What follows belongs to an exercise in optimizing a design on an open flow for small area, a short achievable clock period and few clock cycles per item; a production flow would make more cautious choices. Only simulation tests tie the RTL to the original design; equivalence was not proved. No activity file was given, so power comes from the tool's default toggle rates.

==> inputs of run D <==
// sql_lexer_token_classifier_core
module sql_lexer_token_classifier_core (
  input  logic        clk,
  input  logic        rst_n,
  input  logic        in_valid,
  output logic        in_stall,
  input  logic [15:0] in_code_unit,
  input  logic        in_text_end,
  output logic        out_valid,
  input  logic        out_stall,
  output logic [1:0]  out_token_class,
  output logic [15:0] out_token_start,
  output logic [16:0] out_token_end,
  output logic        out_run_last,
  output logic        out_offset_overflow
);
  logic       n_end, consume, i_v, i_end;
  logic [3:0] n_k, i_k;
  logic [4:0] n_s, i_s;
  logic [2:0] n_f, i_f;
  sqllex_ofifo u_q (
    .clk      (clk),
    .rst_n    (rst_n),
    .in_valid (in_valid),
    .in_stall (in_stall),
    .n_end    (n_end),
    .n_k      (n_k),
    .n_s      (n_s),
    .n_f      (n_f),
    .consume  (consume),
    .i_v      (i_v),
    .i_end    (i_end),
    .i_k      (i_k),
    .i_s      (i_s),
    .i_f      (i_f)
  );
  sqllex_scan u_scan (
    .clk       (clk),
    .rst_n     (rst_n),
    .code_unit (in_code_unit),
    .text_end  (in_text_end),
    .n_end     (n_end),
    .n_k       (n_k),
    .n_s       (n_s),
    .n_f       (n_f),
    .i_v       (i_v),
    .i_end     (i_end),
    .i_k       (i_k),
    .i_s       (i_s),
    .i_f       (i_f),
    .consume   (consume),
    .out_stall (out_stall),
  ...
clock: 8.5 ns
lec_check: 0
cap_margin: 20
core_margin: 2
core_utilization: 40
cts_buf_list: sky130_fd_sc_hd__clkbuf_8
setup_slack_margin: 5
slew_margin: 20
standard.sh (not shown) runs the stock make flow with config.mk's settings and CLKGATE_MAP_FILE= SYNTH_SCRIPT=/design/flow/synth_recipe.tcl, a recipe that flattens the netlist after the stock synthesis.
==> flow/flow/run.sh <==
#!/bin/bash
# Layout: the standard flow (standard.sh, all steps, standard synthesis) with two
# changes:
#  - the buffers that ORFS puts on the input and output ports at global placement are
#    sky130_fd_sc_hd__buf_2 instead of ORFS's default pick (a delay buffer cell); each
#    port still gets its own buffer;
set -euo pipefail
M1=5.3
M2=5.3
cp config.mk config_ports.mk
echo 'export BUFFER_PORTS_ARGS = -buffer_cell sky130_fd_sc_hd__buf_2' >> config_ports.mk
sed "s#DESIGN_CONFIG=[^ ]*config.mk#DESIGN_CONFIG=$PWD/config_ports.mk#" standard.sh > standard_ports.sh
grep -q "config_ports.mk" standard_ports.sh
grep -q "SETUP_SLACK_MARGIN=" standard_ports.sh
sed "s#SETUP_SLACK_MARGIN=[0-9.]*#SETUP_SLACK_MARGIN=$M1#" standard_ports.sh > standard_m1.sh
sed "s#SETUP_SLACK_MARGIN=[0-9.]*#SETUP_SLACK_MARGIN=$M2#" standard_ports.sh > standard_m2.sh
bash standard_m1.sh cts > standard_cts.log 2>&1
bash standard_m2.sh > standard_finish.log 2>&1
test -f out/final.def
==> inputs of run B, as changes to run D <==
--- a/flow/flow/run.sh
+++ b/flow/flow/run.sh
@@ -6,6 +6,6 @@
 #    port still gets its own buffer;
 set -euo pipefail
-M1=5.3
-M2=5.3
+M1=5.5
+M2=5.5
 cp config.mk config_ports.mk
 echo 'export BUFFER_PORTS_ARGS = -buffer_cell sky130_fd_sc_hd__buf_2' >> config_ports.mk
==> inputs of run H, as changes to run D <==
==> flow/run.sh (new file) <==
#!/bin/bash
# synth_recipe.tcl (not shown) runs the flow's synth.tcl, then flattens the netlist and writes it again
# the make line also repeats each setting of config.mk as NAME=value (left out here)
make -C /OpenROAD-flow-scripts/flow DESIGN_CONFIG=/design/flow/config.mk WORK_HOME=/design/flow/orfs CLKGATE_MAP_FILE= SYNTH_SCRIPT=/design/flow/synth_recipe.tcl finish
removed: flow/flow/run.sh
removed: flow/standard.sh
==> inputs of run C, as changes to run D <==
==> flow/flow/run.sh (replaced) <==
#!/bin/bash
# Layout: the standard flow (standard.sh, all steps, standard synthesis) with one
# change: the buffers that ORFS puts on the input and output ports at global placement
# are sky130_fd_sc_hd__buf_2 instead of ORFS's default pick (a delay buffer cell).
# Each port still gets its own buffer. The whole make output goes to standard.log; the
# ORFS tools' own logs stay under orfs/logs/.
set -euo pipefail
cp config.mk config_ports.mk
echo 'export BUFFER_PORTS_ARGS = -buffer_cell sky130_fd_sc_hd__buf_2' >> config_ports.mk
sed "s#DESIGN_CONFIG=[^ ]*config.mk#DESIGN_CONFIG=$PWD/config_ports.mk#" standard.sh > standard_ports.sh
grep -q "config_ports.mk" standard_ports.sh
bash standard_ports.sh > standard.log 2>&1
test -f out/final.def
==> comparison table <==
Run status: run D no timing/DRC/antenna violations; run H no timing/DRC/antenna violations; run C no timing/DRC/antenna violations; run B no timing/DRC/antenna violations
Cell Int Power: run D 0.000611 W; run H 0.000616 W; run C 0.000603 W; run B 0.000587 W
Number of iterations in the first detailed-routing pass: run D 10; run H 6; run C 7; run B 10
Gates resized, CTS repair: run D 16; run H 17; run C 3; run B 40
Post-Route Utilization: run D 0.448; run H 0.465; run C 0.441; run B 0.466
DP Wirelength: run D 25.7 mm; run H 26.4 mm; run C 27.6 mm; run B 27.0 mm
Clock network power: run D 0.000286 W; run H 0.000279 W; run C 0.000291 W; run B 0.000273 W
Relative contribution of the clock network to total power: run D 0.320; run H 0.309; run C 0.325; run B 0.303
Met2 Wirelength: run D 14.8 mm; run H 15.6 mm; run C 16.0 mm; run B 16.0 mm
Routed WL per cell: run D 29.8 um; run H 30.5 um; run C 31.5 um; run B 30.6 um
Final setup margin: run D 5260 ps; run H 4980 ps; run C 4910 ps; run B 5300 ps
Share of cells above drive strength 1: run D 0.213; run H 0.153; run C 0.188; run B 0.245
Fin area: run D 8380 um2; run H 8700 um2; run C 8240 um2; run B 8730 um2
Clk slew on worst S/H paths: run D 80 ps; run H 80 ps; run C 80 ps; run B 90 ps
Met3 layer usage reported by global route: run D 0.145; run H 0.121; run C 0.145; run B 0.156
Unrepaired setup endpoints after global routing: run D yes; run H no; run C no; run B yes
Global-route wire length before repair: run D 54.0 mm; run H 56.0 mm; run C 56.3 mm; run B 56.5 mm
Total chip power: run D 0.000895 W; run H 0.000906 W; run C 0.000895 W; run B 0.000901 W
First DRT Iteration DRCs: run D 1699; run H 1535; run C 1726; run B 1554
Non-clock buffer share: run D 0.0708; run H 0.109; run C 0.0695; run B 0.0849
Startpoint of the most critical register-to-register path: run D u_scan.ds_r[0]; run H u_q.i_s[2]; run C u_scan.ds_r[2]; run B u_q.i_s[0]
Testbench counts of run D, summed over its fixed seeds: cycles 30,831, chars 30,799.
Testbench counts of run B, summed over its fixed seeds: cycles 30,831, chars 30,799.
Testbench counts of run H, summed over its fixed seeds: cycles 30,831, chars 30,799.
Testbench counts of run C, summed over its fixed seeds: cycles 30,831, chars 30,799.

* * *

==> inputs of job 5653 <==
sql_lexer_token_classifier_core, a different RTL version from the one above (not shown whole).
Design sql_lexer_token_classifier_core, start of the top module:
module sql_lexer_token_classifier_core (
  input  logic        clk,
  input  logic        rst_n,
  input  logic        in_valid,
  output logic        in_stall,
  input  logic [15:0] in_code_unit,
  input  logic        in_text_end,
  output logic        out_valid,
  input  logic        out_stall,
  output logic [1:0]  out_token_class,
  output logic [15:0] out_token_start,
  output logic [16:0] out_token_end,
  output logic        out_run_last,
  output logic        out_offset_overflow
);
Settings: LEC_CHECK=0, CAP_MARGIN=20, CORE_MARGIN=2, CORE_UTILIZATION=40, SETUP_SLACK_MARGIN=5, SLEW_MARGIN=20; clock period 8.5 ns.
==> flow/flow/run.sh <==
#!/bin/bash
# Layout: the standard flow (standard.sh, all steps, standard synthesis) with one
# change: the buffers that ORFS puts on the input and output ports at global placement
# are sky130_fd_sc_hd__buf_2 instead of ORFS's default pick (a delay buffer cell).
# Each port still gets its own buffer. The whole make output goes to standard.log; the
# ORFS tools' own logs stay under orfs/logs/.
set -euo pipefail
cp config.mk config_ports.mk
echo 'export BUFFER_PORTS_ARGS = -buffer_cell sky130_fd_sc_hd__buf_2' >> config_ports.mk
sed "s#DESIGN_CONFIG=[^ ]*config.mk#DESIGN_CONFIG=$PWD/config_ports.mk#" standard.sh > standard_ports.sh
grep -q "config_ports.mk" standard_ports.sh
bash standard_ports.sh > standard.log 2>&1
test -f out/final.def
==> job 1384: changes against job 5653 <==
--- a/flow/design.v
+++ b/flow/design.v
@@ -12,19 +12,19 @@
   localparam logic [3:0] M_NUM = 4'd11;   
 endpackage
 `timescale 1ns / 1ps
 module sqllex_kwmatch (
   input  logic [7:0] s,
   input  logic [4:0] sym,
   output logic [7:0] ns,
-  output logic       acc
+  output logic       nacc    
 );
-  assign acc = s >= 8'd252;
   always_comb begin
-    ns = 8'd171;
+    ns   = 8'd171;
+    nacc = 1'b0;
     case ({s, sym})
       {8'd0, 5'd1}: ns = 8'd1;
       {8'd0, 5'd2}: ns = 8'd2;
       {8'd0, 5'd3}: ns = 8'd3;
       {8'd0, 5'd4}: ns = 8'd4;
       {8'd0, 5'd5}: ns = 8'd5;
       {8'd0, 5'd6}: ns = 8'd6;
@@ -41,21 +41,21 @@
       {8'd0, 5'd19}: ns = 8'd17;
       {8'd0, 5'd20}: ns = 8'd18;
       {8'd0, 5'd21}: ns = 8'd19;
       {8'd0, 5'd22}: ns = 8'd20;
       {8'd0, 5'd23}: ns = 8'd21;
       {8'd1, 5'd12}: ns = 8'd22;
       {8'd1, 5'd14}: ns = 8'd23;
-      {8'd1, 5'd19}: ns = 8'd252;
+      {8'd1, 5'd19}: begin ns = 8'd252; nacc = 1'b1; end
       {8'd1, 5'd22}: ns = 8'd24;
       {8'd2, 5'd5}: ns = 8'd25;
       {8'd2, 5'd9}: ns = 8'd26;
       {8'd2, 5'd12}: ns = 8'd27;
       {8'd2, 5'd15}: ns = 8'd28;
-      {8'd2, 5'd25}: ns = 8'd252;
+      {8'd2, 5'd25}: begin ns = 8'd252; nacc = 1'b1; end
       {8'd3, 5'd1}: ns = 8'd29;
       {8'd3, 5'd8}: ns = 8'd30;
       {8'd3, 5'd12}: ns = 8'd31;
       {8'd3, 5'd15}: ns = 8'd32;
       {8'd3, 5'd18}: ns = 8'd33;
       {8'd3, 5'd21}: ns = 8'd34;
       {8'd4, 5'd1}: ns = 8'd35;
@@ -67,31 +67,31 @@
       {8'd6, 5'd1}: ns = 8'd40;
       {8'd6, 5'd5}: ns = 8'd41;
       {8'd6, 5'd15}: ns = 8'd42;
       {8'd6, 5'd18}: ns = 8'd43;
       {8'd6, 5'd21}: ns = 8'd44;
       {8'd7, 5'd18}: ns = 8'd45;
       {8'd8, 5'd1}: ns = 8'd46;
-      {8'd9, 5'd6}: ns = 8'd252;
-      {8'd9, 5'd14}: ns = 8'd253;
-      {8'd9, 5'd19}: ns = 8'd252;
+      {8'd9, 5'd6}: begin ns = 8'd252; nacc = 1'b1; end
+      {8'd9, 5'd14}: begin ns = 8'd253; nacc = 1'b1; end
+      {8'd9, 5'd19}: begin ns = 8'd252; nacc = 1'b1; end
       {8'd10, 5'd15}: ns = 8'd47;
       {8'd11, 5'd5}: ns = 8'd48;
       {8'd11, 5'd9}: ns = 8'd49;
       {8'd11, 5'd15}: ns = 8'd50;
       {8'd11, 5'd20}: ns = 8'd51;
       {8'd12, 5'd1}: ns = 8'd52;
       {8'd12, 5'd9}: ns = 8'd53;
       {8'd13, 5'd15}: ns = 8'd54;
       {8'd13, 5'd21}: ns = 8'd55;
       {8'd13, 5'd22}: ns = 8'd22;
-      {8'd14, 5'd6}: ns = 8'd252;
-      {8'd14, 5'd14}: ns = 8'd252;
+      {8'd14, 5'd6}: begin ns = 8'd252; nacc = 1'b1; end
+      {8'd14, 5'd14}: begin ns = 8'd252; nacc = 1'b1; end
       {8'd14, 5'd16}: ns = 8'd56;
-      {8'd14, 5'd18}: ns = 8'd254;
+      {8'd14, 5'd18}: begin ns = 8'd254; nacc = 1'b1; end
       {8'd14, 5'd21}: ns = 8'd57;
       {8'd15, 5'd12}: ns = 8'd58;
       {8'd15, 5'd18}: ns = 8'd59;
       {8'd16, 5'd1}: ns = 8'd60;
       {8'd16, 5'd5}: ns = 8'd61;
       {8'd16, 5'd9}: ns = 8'd62;
       {8'd16, 5'd15}: ns = 8'd63;
@@ -105,17 +105,17 @@
       {8'd18, 5'd15}: ns = 8'd69;
       {8'd18, 5'd18}: ns = 8'd70;
       {8'd18, 5'd25}: ns = 8'd71;
       {8'd19, 5'd14}: ns = 8'd72;
       {8'd19, 5'd16}: ns = 8'd73;
       {8'd20, 5'd1}: ns = 8'd74;
       {8'd21, 5'd8}: ns = 8'd75;
-      {8'd22, 5'd12}: ns = 8'd252;
-      {8'd23, 5'd4}: ns = 8'd252;
-      {8'd24, 5'd7}: ns = 8'd252;
+      {8'd22, 5'd12}: begin ns = 8'd252; nacc = 1'b1; end
+      {8'd23, 5'd4}: begin ns = 8'd252; nacc = 1'b1; end
+      {8'd24, 5'd7}: begin ns = 8'd252; nacc = 1'b1; end
       {8'd25, 5'd7}: ns = 8'd47;
       {8'd25, 5'd20}: ns = 8'd76;
       {8'd26, 5'd14}: ns = 8'd77;
       {8'd27, 5'd15}: ns = 8'd78;
       {8'd28, 5'd15}: ns = 8'd79;
       {8'd29, 5'd19}: ns = 8'd80;
       {8'd30, 5'd1}: ns = 8'd42;
@@ -129,15 +129,15 @@
       {8'd36, 5'd12}: ns = 8'd87;
       {8'd37, 5'd19}: ns = 8'd88;
       {8'd38, 5'd19}: ns = 8'd89;
       {8'd39, 5'd3}: ns = 8'd90;
       {8'd39, 5'd9}: ns = 8'd91;
       {8'd40, 5'd12}: ns = 8'd29;
       {8'd41, 5'd20}: ns = 8'd92;
-      {8'd42, 5'd18}: ns = 8'd252;
+      {8'd42, 5'd18}: begin ns = 8'd252; nacc = 1'b1; end
       {8'd43, 5'd15}: ns = 8'd93;
       {8'd44, 5'd12}: ns = 8'd22;
       {8'd44, 5'd14}: ns = 8'd94;
       {8'd45, 5'd15}: ns = 8'd95;
       {8'd46, 5'd22}: ns = 8'd96;
       {8'd253, 5'd4}: ns = 8'd97;
       {8'd253, 5'd14}: ns = 8'd98;
@@ -145,33 +145,33 @@
       {8'd253, 5'd20}: ns = 8'd100;
       {8'd47, 5'd9}: ns = 8'd101;
       {8'd48, 5'd6}: ns = 8'd54;
       {8'd49, 5'd11}: ns = 8'd80;
       {8'd50, 5'd15}: ns = 8'd102;
       {8'd50, 5'd23}: ns = 8'd98;
       {8'd51, 5'd18}: ns = 8'd103;
-      {8'd52, 5'd24}: ns = 8'd252;
-      {8'd53, 5'd14}: ns = 8'd255;
-      {8'd54, 5'd20}: ns = 8'd252;
+      {8'd52, 5'd24}: begin ns = 8'd252; nacc = 1'b1; end
+      {8'd53, 5'd14}: begin ns = 8'd255; nacc = 1'b1; end
+      {8'd54, 5'd20}: begin ns = 8'd252; nacc = 1'b1; end
       {8'd55, 5'd12}: ns = 8'd22;
       {8'd55, 5'd13}: ns = 8'd104;
       {8'd56, 5'd5}: ns = 8'd101;
       {8'd254, 5'd4}: ns = 8'd98;
       {8'd57, 5'd20}: ns = 8'd98;
       {8'd58, 5'd19}: ns = 8'd105;
       {8'd59, 5'd15}: ns = 8'd106;
       {8'd60, 5'd9}: ns = 8'd29;
       {8'd61, 5'd3}: ns = 8'd107;
       {8'd61, 5'd20}: ns = 8'd108;
       {8'd62, 5'd7}: ns = 8'd109;
       {8'd63, 5'd23}: ns = 8'd110;
       {8'd64, 5'd12}: ns = 8'd111;
-      {8'd64, 5'd20}: ns = 8'd252;
+      {8'd64, 5'd20}: begin ns = 8'd252; nacc = 1'b1; end
       {8'd65, 5'd2}: ns = 8'd112;
-      {8'd65, 5'd13}: ns = 8'd252;
+      {8'd65, 5'd13}: begin ns = 8'd252; nacc = 1'b1; end
       {8'd66, 5'd19}: ns = 8'd113;
       {8'd67, 5'd2}: ns = 8'd114;
       {8'd68, 5'd13}: ns = 8'd115;
       {8'd69, 5'd31}: ns = 8'd116;
       {8'd70, 5'd9}: ns = 8'd93;
       {8'd70, 5'd21}: ns = 8'd80;
       {8'd71, 5'd16}: ns = 8'd80;
@@ -180,45 +180,45 @@
       {8'd73, 5'd16}: ns = 8'd98;
       {8'd74, 5'd12}: ns = 8'd119;
       {8'd74, 5'd18}: ns = 8'd120;
       {8'd75, 5'd5}: ns = 8'd121;
       {8'd75, 5'd9}: ns = 8'd114;
       {8'd76, 5'd23}: ns = 8'd122;
       {8'd77, 5'd1}: ns = 8'd123;
-      {8'd78, 5'd2}: ns = 8'd252;
+      {8'd78, 5'd2}: begin ns = 8'd252; nacc = 1'b1; end
       {8'd79, 5'd12}: ns = 8'd124;
-      {8'd80, 5'd5}: ns = 8'd252;
-      {8'd81, 5'd2}: ns = 8'd252;
+      {8'd80, 5'd5}: begin ns = 8'd252; nacc = 1'b1; end
+      {8'd81, 5'd2}: begin ns = 8'd252; nacc = 1'b1; end
       {8'd81, 5'd19}: ns = 8'd80;
       {8'd82, 5'd14}: ns = 8'd54;
       {8'd83, 5'd19}: ns = 8'd125;
       {8'd84, 5'd19}: ns = 8'd126;
       {8'd85, 5'd12}: ns = 8'd127;
       {8'd85, 5'd15}: ns = 8'd128;
       {8'd86, 5'd1}: ns = 8'd129;
       {8'd87, 5'd5}: ns = 8'd35;
       {8'd88, 5'd20}: ns = 8'd130;
-      {8'd89, 5'd5}: ns = 8'd252;
+      {8'd89, 5'd5}: begin ns = 8'd252; nacc = 1'b1; end
       {8'd89, 5'd9}: ns = 8'd131;
       {8'd90, 5'd5}: ns = 8'd132;
       {8'd91, 5'd19}: ns = 8'd133;
-      {8'd91, 5'd20}: ns = 8'd252;
+      {8'd91, 5'd20}: begin ns = 8'd252; nacc = 1'b1; end
       {8'd92, 5'd3}: ns = 8'd134;
-      {8'd93, 5'd13}: ns = 8'd252;
+      {8'd93, 5'd13}: begin ns = 8'd252; nacc = 1'b1; end
       {8'd94, 5'd3}: ns = 8'd135;
       {8'd95, 5'd21}: ns = 8'd102;
       {8'd96, 5'd9}: ns = 8'd136;
       {8'd97, 5'd5}: ns = 8'd52;
       {8'd98, 5'd5}: ns = 8'd42;
       {8'd99, 5'd5}: ns = 8'd137;
       {8'd99, 5'd20}: ns = 8'd42;
       {8'd100, 5'd5}: ns = 8'd138;
-      {8'd100, 5'd15}: ns = 8'd252;
-      {8'd101, 5'd14}: ns = 8'd252;
-      {8'd102, 5'd16}: ns = 8'd252;
+      {8'd100, 5'd15}: begin ns = 8'd252; nacc = 1'b1; end
+      {8'd101, 5'd14}: begin ns = 8'd252; nacc = 1'b1; end
+      {8'd102, 5'd16}: begin ns = 8'd252; nacc = 1'b1; end
       {8'd103, 5'd9}: ns = 8'd93;
       {8'd255, 5'd21}: ns = 8'd125;
       {8'd104, 5'd2}: ns = 8'd98;
       {8'd105, 5'd31}: ns = 8'd139;
       {8'd106, 5'd3}: ns = 8'd140;
       {8'd107, 5'd15}: ns = 8'd141;
       {8'd108, 5'd21}: ns = 8'd142;
@@ -234,29 +234,29 @@
       {8'd116, 5'd3}: ns = 8'd148;
       {8'd116, 5'd4}: ns = 8'd118;
       {8'd116, 5'd14}: ns = 8'd149;
       {8'd117, 5'd15}: ns = 8'd101;
       {8'd118, 5'd1}: ns = 8'd35;
       {8'd119, 5'd21}: ns = 8'd150;
       {8'd120, 5'd3}: ns = 8'd151;
-      {8'd121, 5'd14}: ns = 8'd252;
+      {8'd121, 5'd14}: begin ns = 8'd252; nacc = 1'b1; end
       {8'd121, 5'd18}: ns = 8'd80;
       {8'd122, 5'd5}: ns = 8'd56;
       {8'd123, 5'd18}: ns = 8'd152;
       {8'd124, 5'd5}: ns = 8'd153;
-      {8'd125, 5'd19}: ns = 8'd252;
+      {8'd125, 5'd19}: begin ns = 8'd252; nacc = 1'b1; end
       {8'd126, 5'd15}: ns = 8'd42;
       {8'd127, 5'd1}: ns = 8'd154;
       {8'd128, 5'd4}: ns = 8'd80;
       {8'd129, 5'd21}: ns = 8'd155;
       {8'd130, 5'd9}: ns = 8'd156;
-      {8'd131, 5'd6}: ns = 8'd252;
+      {8'd131, 5'd6}: begin ns = 8'd252; nacc = 1'b1; end
       {8'd132, 5'd16}: ns = 8'd135;
       {8'd133, 5'd20}: ns = 8'd125;
-      {8'd134, 5'd8}: ns = 8'd252;
+      {8'd134, 5'd8}: begin ns = 8'd252; nacc = 1'b1; end
       {8'd135, 5'd20}: ns = 8'd72;
       {8'd136, 5'd14}: ns = 8'd24;
       {8'd137, 5'd18}: ns = 8'd54;
       {8'd138, 5'd7}: ns = 8'd98;
       {8'd138, 5'd18}: ns = 8'd157;
       {8'd139, 5'd9}: ns = 8'd158;
       {8'd140, 5'd5}: ns = 8'd159;
@@ -284,48 +284,55 @@
       {8'd162, 5'd1}: ns = 8'd166;
       {8'd163, 5'd20}: ns = 8'd167;
       {8'd164, 5'd21}: ns = 8'd154;
       {8'd165, 5'd1}: ns = 8'd168;
       {8'd166, 5'd18}: ns = 8'd169;
       {8'd167, 5'd5}: ns = 8'd170;
       {8'd168, 5'd13}: ns = 8'd102;
-      {8'd169, 5'd27}: ns = 8'd252;
+      {8'd169, 5'd27}: begin ns = 8'd252; nacc = 1'b1; end
       {8'd170, 5'd7}: ns = 8'd98;
       default: ;
     endcase
   end
 endmodule
 `timescale 1ns / 1ps
 module sqllex_ofifo (
   input  logic       clk,
   input  logic       rst_n,
   input  logic       in_valid,
   output logic       in_stall,
   input  logic       n_end,       
   input  logic [3:0] n_k,
   input  logic [4:0] n_s,
+  input  logic [2:0] n_f,         
   input  logic       consume,     
   output logic       i_v,
   output logic       i_end,
   output logic [3:0] i_k,
-  output logic [4:0] i_s
+  output logic [4:0] i_s,
+  output logic [2:0] i_f
 );
+  function automatic logic [2:0] flags(input logic [3:0] k);
+    flags = {k == 4'b0101, k == 4'b0100, (k[3] && k[0]) || k == 4'b0110};
+  endfunction
   logic       s_v, s_end;
   logic [3:0] s_k;
   logic [4:0] s_s;
   logic       free, taken;
   assign in_stall = s_v;
   assign taken    = in_valid && !s_v;
   assign free     = !i_v || consume;    
   always_ff @(posedge clk) begin
     if (free) begin
-      i_end <= s_v ? s_end : n_end;
-      i_k   <= s_v ? s_k   : n_k;
-      i_s   <= s_v ? s_s   : n_s;
-    end else if (taken) begin
+      i_end <= s_v ? s_end    : n_end;
+      i_k   <= s_v ? s_k      : n_k;
+      i_s   <= s_v ? s_s      : n_s;
+      i_f   <= s_v ? flags(s_k) : n_f;
+    end
+    if (!s_v) begin
       s_end <= n_end;
       s_k   <= n_k;
       s_s   <= n_s;
     end
     if (!rst_n) begin
       i_v <= 1'b0;
       s_v <= 1'b0;
@@ -342,18 +349,20 @@
   input  logic        clk,
   input  logic        rst_n,
   input  logic [15:0] code_unit,
   input  logic        text_end,
   output logic        n_end,
   output logic [3:0]  n_k,
   output logic [4:0]  n_s,
+  output logic [2:0]  n_f,
   input  logic        i_v,
   input  logic        i_end,
   input  logic [3:0]  i_k,
   input  logic [4:0]  i_s,
+  input  logic [2:0]  i_f,
   output logic        consume,
   input  logic        out_stall,
   output logic        out_valid,
   output logic [1:0]  out_cls,
   output logic [15:0] out_start,
   output logic [16:0] out_end,
   output logic        out_last,
@@ -389,34 +398,39 @@
     else if (hz && c8 == 8'h2F)                  n_k = K_SLASH;
     else if (hz && c8 == 8'h2A)                  n_k = K_STAR;
     else if (hz && c8 == 8'h2D)                  n_k = K_DASH;
     else if (hz && c8 == 8'h27)                  n_k = K_QUOTE;
     else if (hz && (c8 == 8'h0D || c8 == 8'h0A)) n_k = K_CRLF;
     else if (hz && c8 == 8'h2E)                  n_k = K_DOT;
   end
+  assign n_f = {n_k == K_CRLF, n_k == K_QUOTE, (n_k[3] && n_k[0]) || n_k == K_DOT};
   logic slash, star, dash, quote, crlf, wstart, digit, wordc, numc;
   assign slash  = i_k == K_SLASH;
   assign star   = i_k == K_STAR;
   assign dash   = i_k == K_DASH;
-  assign quote  = i_k == K_QUOTE;
-  assign crlf   = i_k == K_CRLF;
+  assign quote  = i_f[1];
+  assign crlf   = i_f[2];
   assign wordc  = i_k[3];
   assign wstart = i_k[3] && i_k[1];
   assign digit  = i_k == K_DIGIT;
-  assign numc   = (i_k[3] && i_k[0]) || i_k == K_DOT;
+  assign numc   = i_f[0];
   logic [3:0]  mode_r, m_nxt, m_go;
   logic        fin_r;     
   logic        bc_r;      
   logic        pov_r;     
   logic [16:0] pos_r, pos_inc;
   logic [15:0] tb_r;
   logic [7:0]  ds_r, ds_step;
-  logic        acc;
-  sqllex_kwmatch u_kw (.s(ds_r), .sym(i_s), .ns(ds_step), .acc(acc));
+  logic        acc;       
+  logic        nacc;
+  sqllex_kwmatch u_kw (.s(ds_r), .sym(i_s), .ns(ds_step), .nacc(nacc));
   logic close, rescan, newtok, tokopen, bc_set;
+  logic m_l, m_sq, m_w, m_num;
+  logic close_o;      
+  assign close_o = (m_l && crlf) || (m_sq && !quote) || (m_w && !wordc && acc) || (m_num && !numc);
   always_comb begin
     close  = 1'b0;      
     rescan = 1'b0;
     m_nxt  = mode_r;
     case (mode_r)
       sqllex_pkg::M_B:   m_nxt = star ? sqllex_pkg::M_BS : sqllex_pkg::M_B;
       sqllex_pkg::M_BS:  m_nxt = slash ? sqllex_pkg::M_N : (star ? sqllex_pkg::M_BS : sqllex_pkg::M_B);
@@ -444,15 +458,15 @@
     end
   end
   assign bc_set  = mode_r == sqllex_pkg::M_BS && slash;
   assign tokopen = bc_set || !(m_nxt == sqllex_pkg::M_N || m_nxt == sqllex_pkg::M_NS ||
                                m_nxt == sqllex_pkg::M_ND);
   assign m_go    = (i_end && !tokopen) ? sqllex_pkg::M_N : m_nxt;
   logic offer, wait_out, go, fin_go;
-  assign offer     = fin_r ? (mode_r != sqllex_pkg::M_W || acc) : (bc_r || (i_v && close));
+  assign offer     = fin_r ? (!m_w || acc) : (bc_r || (i_v && close_o));
   assign wait_out  = offer && out_stall;       
   assign go        = i_v && !fin_r && !wait_out;
   assign fin_go    = fin_r && !wait_out;
   assign consume   = go;
   assign out_valid = offer;
   assign out_start = tb_r;
   assign out_end   = pos_r;
@@ -472,26 +486,33 @@
     if (go) pov_r <= pos_r[16];
     if (!rst_n) begin
       mode_r <= sqllex_pkg::M_N;
       bc_r   <= 1'b0;
       fin_r  <= 1'b0;
       pos_r  <= '0;
       ds_r   <= '0;
+      acc    <= 1'b0;
+      {m_l, m_sq, m_w, m_num} <= 4'b0000;
     end else if (fin_go) begin
       mode_r <= sqllex_pkg::M_N;
       bc_r   <= 1'b0;
       fin_r  <= 1'b0;
       pos_r  <= '0;
       ds_r   <= '0;
+      acc    <= 1'b0;
+      {m_l, m_sq, m_w, m_num} <= 4'b0000;
     end else if (go) begin
       mode_r <= m_go;
+      {m_l, m_sq, m_w, m_num} <= {m_go == sqllex_pkg::M_L, m_go == sqllex_pkg::M_SQ,
+                                  m_go == sqllex_pkg::M_W, m_go == sqllex_pkg::M_NUM};
       bc_r   <= bc_set;
       fin_r  <= i_end && tokopen;
       pos_r  <= (i_end && !tokopen) ? 17'd0 : pos_inc;
       ds_r   <= (m_nxt == sqllex_pkg::M_W) ? ds_step : 8'd0;
+      acc    <= (m_nxt == sqllex_pkg::M_W) && nacc;
     end else if (bc_r && !wait_out) begin
       bc_r   <= 1'b0;
     end
   end
 endmodule
 `timescale 1ns / 1ps
 module sql_lexer_token_classifier_core (
@@ -508,40 +529,45 @@
   output logic [16:0] out_token_end,
   output logic        out_run_last,
   output logic        out_offset_overflow
 );
   logic       n_end, consume, i_v, i_end;
   logic [3:0] n_k, i_k;
   logic [4:0] n_s, i_s;
+  logic [2:0] n_f, i_f;
   sqllex_ofifo u_q (
     .clk      (clk),
     .rst_n    (rst_n),
     .in_valid (in_valid),
     .in_stall (in_stall),
     .n_end    (n_end),
     .n_k      (n_k),
     .n_s      (n_s),
+    .n_f      (n_f),
     .consume  (consume),
     .i_v      (i_v),
     .i_end    (i_end),
     .i_k      (i_k),
-    .i_s      (i_s)
+    .i_s      (i_s),
+    .i_f      (i_f)
   );
   sqllex_scan u_scan (
     .clk       (clk),
     .rst_n     (rst_n),
     .code_unit (in_code_unit),
     .text_end  (in_text_end),
     .n_end     (n_end),
     .n_k       (n_k),
     .n_s       (n_s),
+    .n_f       (n_f),
     .i_v       (i_v),
     .i_end     (i_end),
     .i_k       (i_k),
     .i_s       (i_s),
+    .i_f       (i_f),
     .consume   (consume),
     .out_stall (out_stall),
     .out_valid (out_valid),
     .out_cls   (out_token_class),
     .out_start (out_token_start),
     .out_end   (out_token_end),
     .out_last  (out_run_last),
==> job 3981: changes against job 5653 <==
==> flow/run.sh (new file) <==
#!/bin/bash
# synth_recipe.tcl (not shown) runs the flow's synth.tcl, then flattens the netlist and writes it again
# the make line also repeats each setting of config.mk as NAME=value (left out here)
make -C /OpenROAD-flow-scripts/flow DESIGN_CONFIG=/design/flow/config.mk WORK_HOME=/design/flow/orfs CLKGATE_MAP_FILE= SYNTH_SCRIPT=/design/flow/synth_recipe.tcl finish
removed: flow/flow/run.sh
removed: flow/standard.sh
==> summary of the runs <==
- Of job 5653 and job 3981, job 3981 has the higher final area (gap about 3.6%, measured against job 3981).
- Against job 1384, the sequential power of job 5653 is lower by about 11%.
- The lowest non-clock buffer count belongs to job 5653, the highest to job 1384.
- In job 1384 the sequential share of layout area is higher than in job 3981, by 1.7 points.
Testbench counts of job 5653, summed over its fixed seeds: cycles 30,831, chars 30,799.
Testbench counts of job 1384, summed over its fixed seeds: cycles 30,831, chars 30,799.
Testbench counts of job 3981, summed over its fixed seeds: cycles 30,831, chars 30,799.

-- static timing again, ports no longer ideal --
The flow's constraints put no driver on any port. The routed layouts listed below were extracted and timed again, unchanged, in two steps. Step 1, drivers: a clkbuf_16 drives clk and a buf_2 each remaining input, both assumed. Step 2 adds t to the input delays and takes it off the output delays; t is the mean of the earliest and latest rising clock arrival at the registers after step 1. Input paths then give back, and output paths get back, about the clock's delay inside the block. Three values: no drivers, after step 1, after step 2; two values: the first two.
| run | shift t [ns] | slack for setup (ns) | hold WS [ns] | worst setup path at the end | worst register clock-pin slew, ns |
|---|---|---|---|---|---|
| run D | 0.403 | 5.259 / 5.259 / 5.076 | 0.450 / 0.450 / 0.450 | input to register | 0.09 / 0.09 |
| run B | 0.408 | 5.301 / 5.257 / 5.133 | 0.454 / 0.454 / 0.454 | input to register | 0.10 / 0.10 |
| run H | 0.402 | 4.976 / 4.976 / 4.753 | 0.454 / 0.454 / 0.454 | input to register | 0.09 / 0.09 |
| run C | 0.397 | 4.912 / 4.912 / 4.896 | 0.451 / 0.451 / 0.451 | input to register | 0.09 / 0.09 |
| job 5653 | 0.377 | 4.833 / 4.789 / 4.845 | 0.516 / 0.516 / 0.516 | input to register | 0.06 / 0.06 |
| job 1384 | 0.372 | 4.933 / 4.933 / 4.757 | 0.450 / 0.450 / 0.450 | input to register | 0.07 / 0.07 |
| job 3981 | 0.369 | 4.801 / 4.762 / 4.599 | 0.526 / 0.526 / 0.526 | input to register | 0.06 / 0.06 |
After both steps every run listed still meets setup and hold. For run H, which loses most, drivers alone change the setup slack by 0.000 ns; drivers and shift together by -0.223 ns.
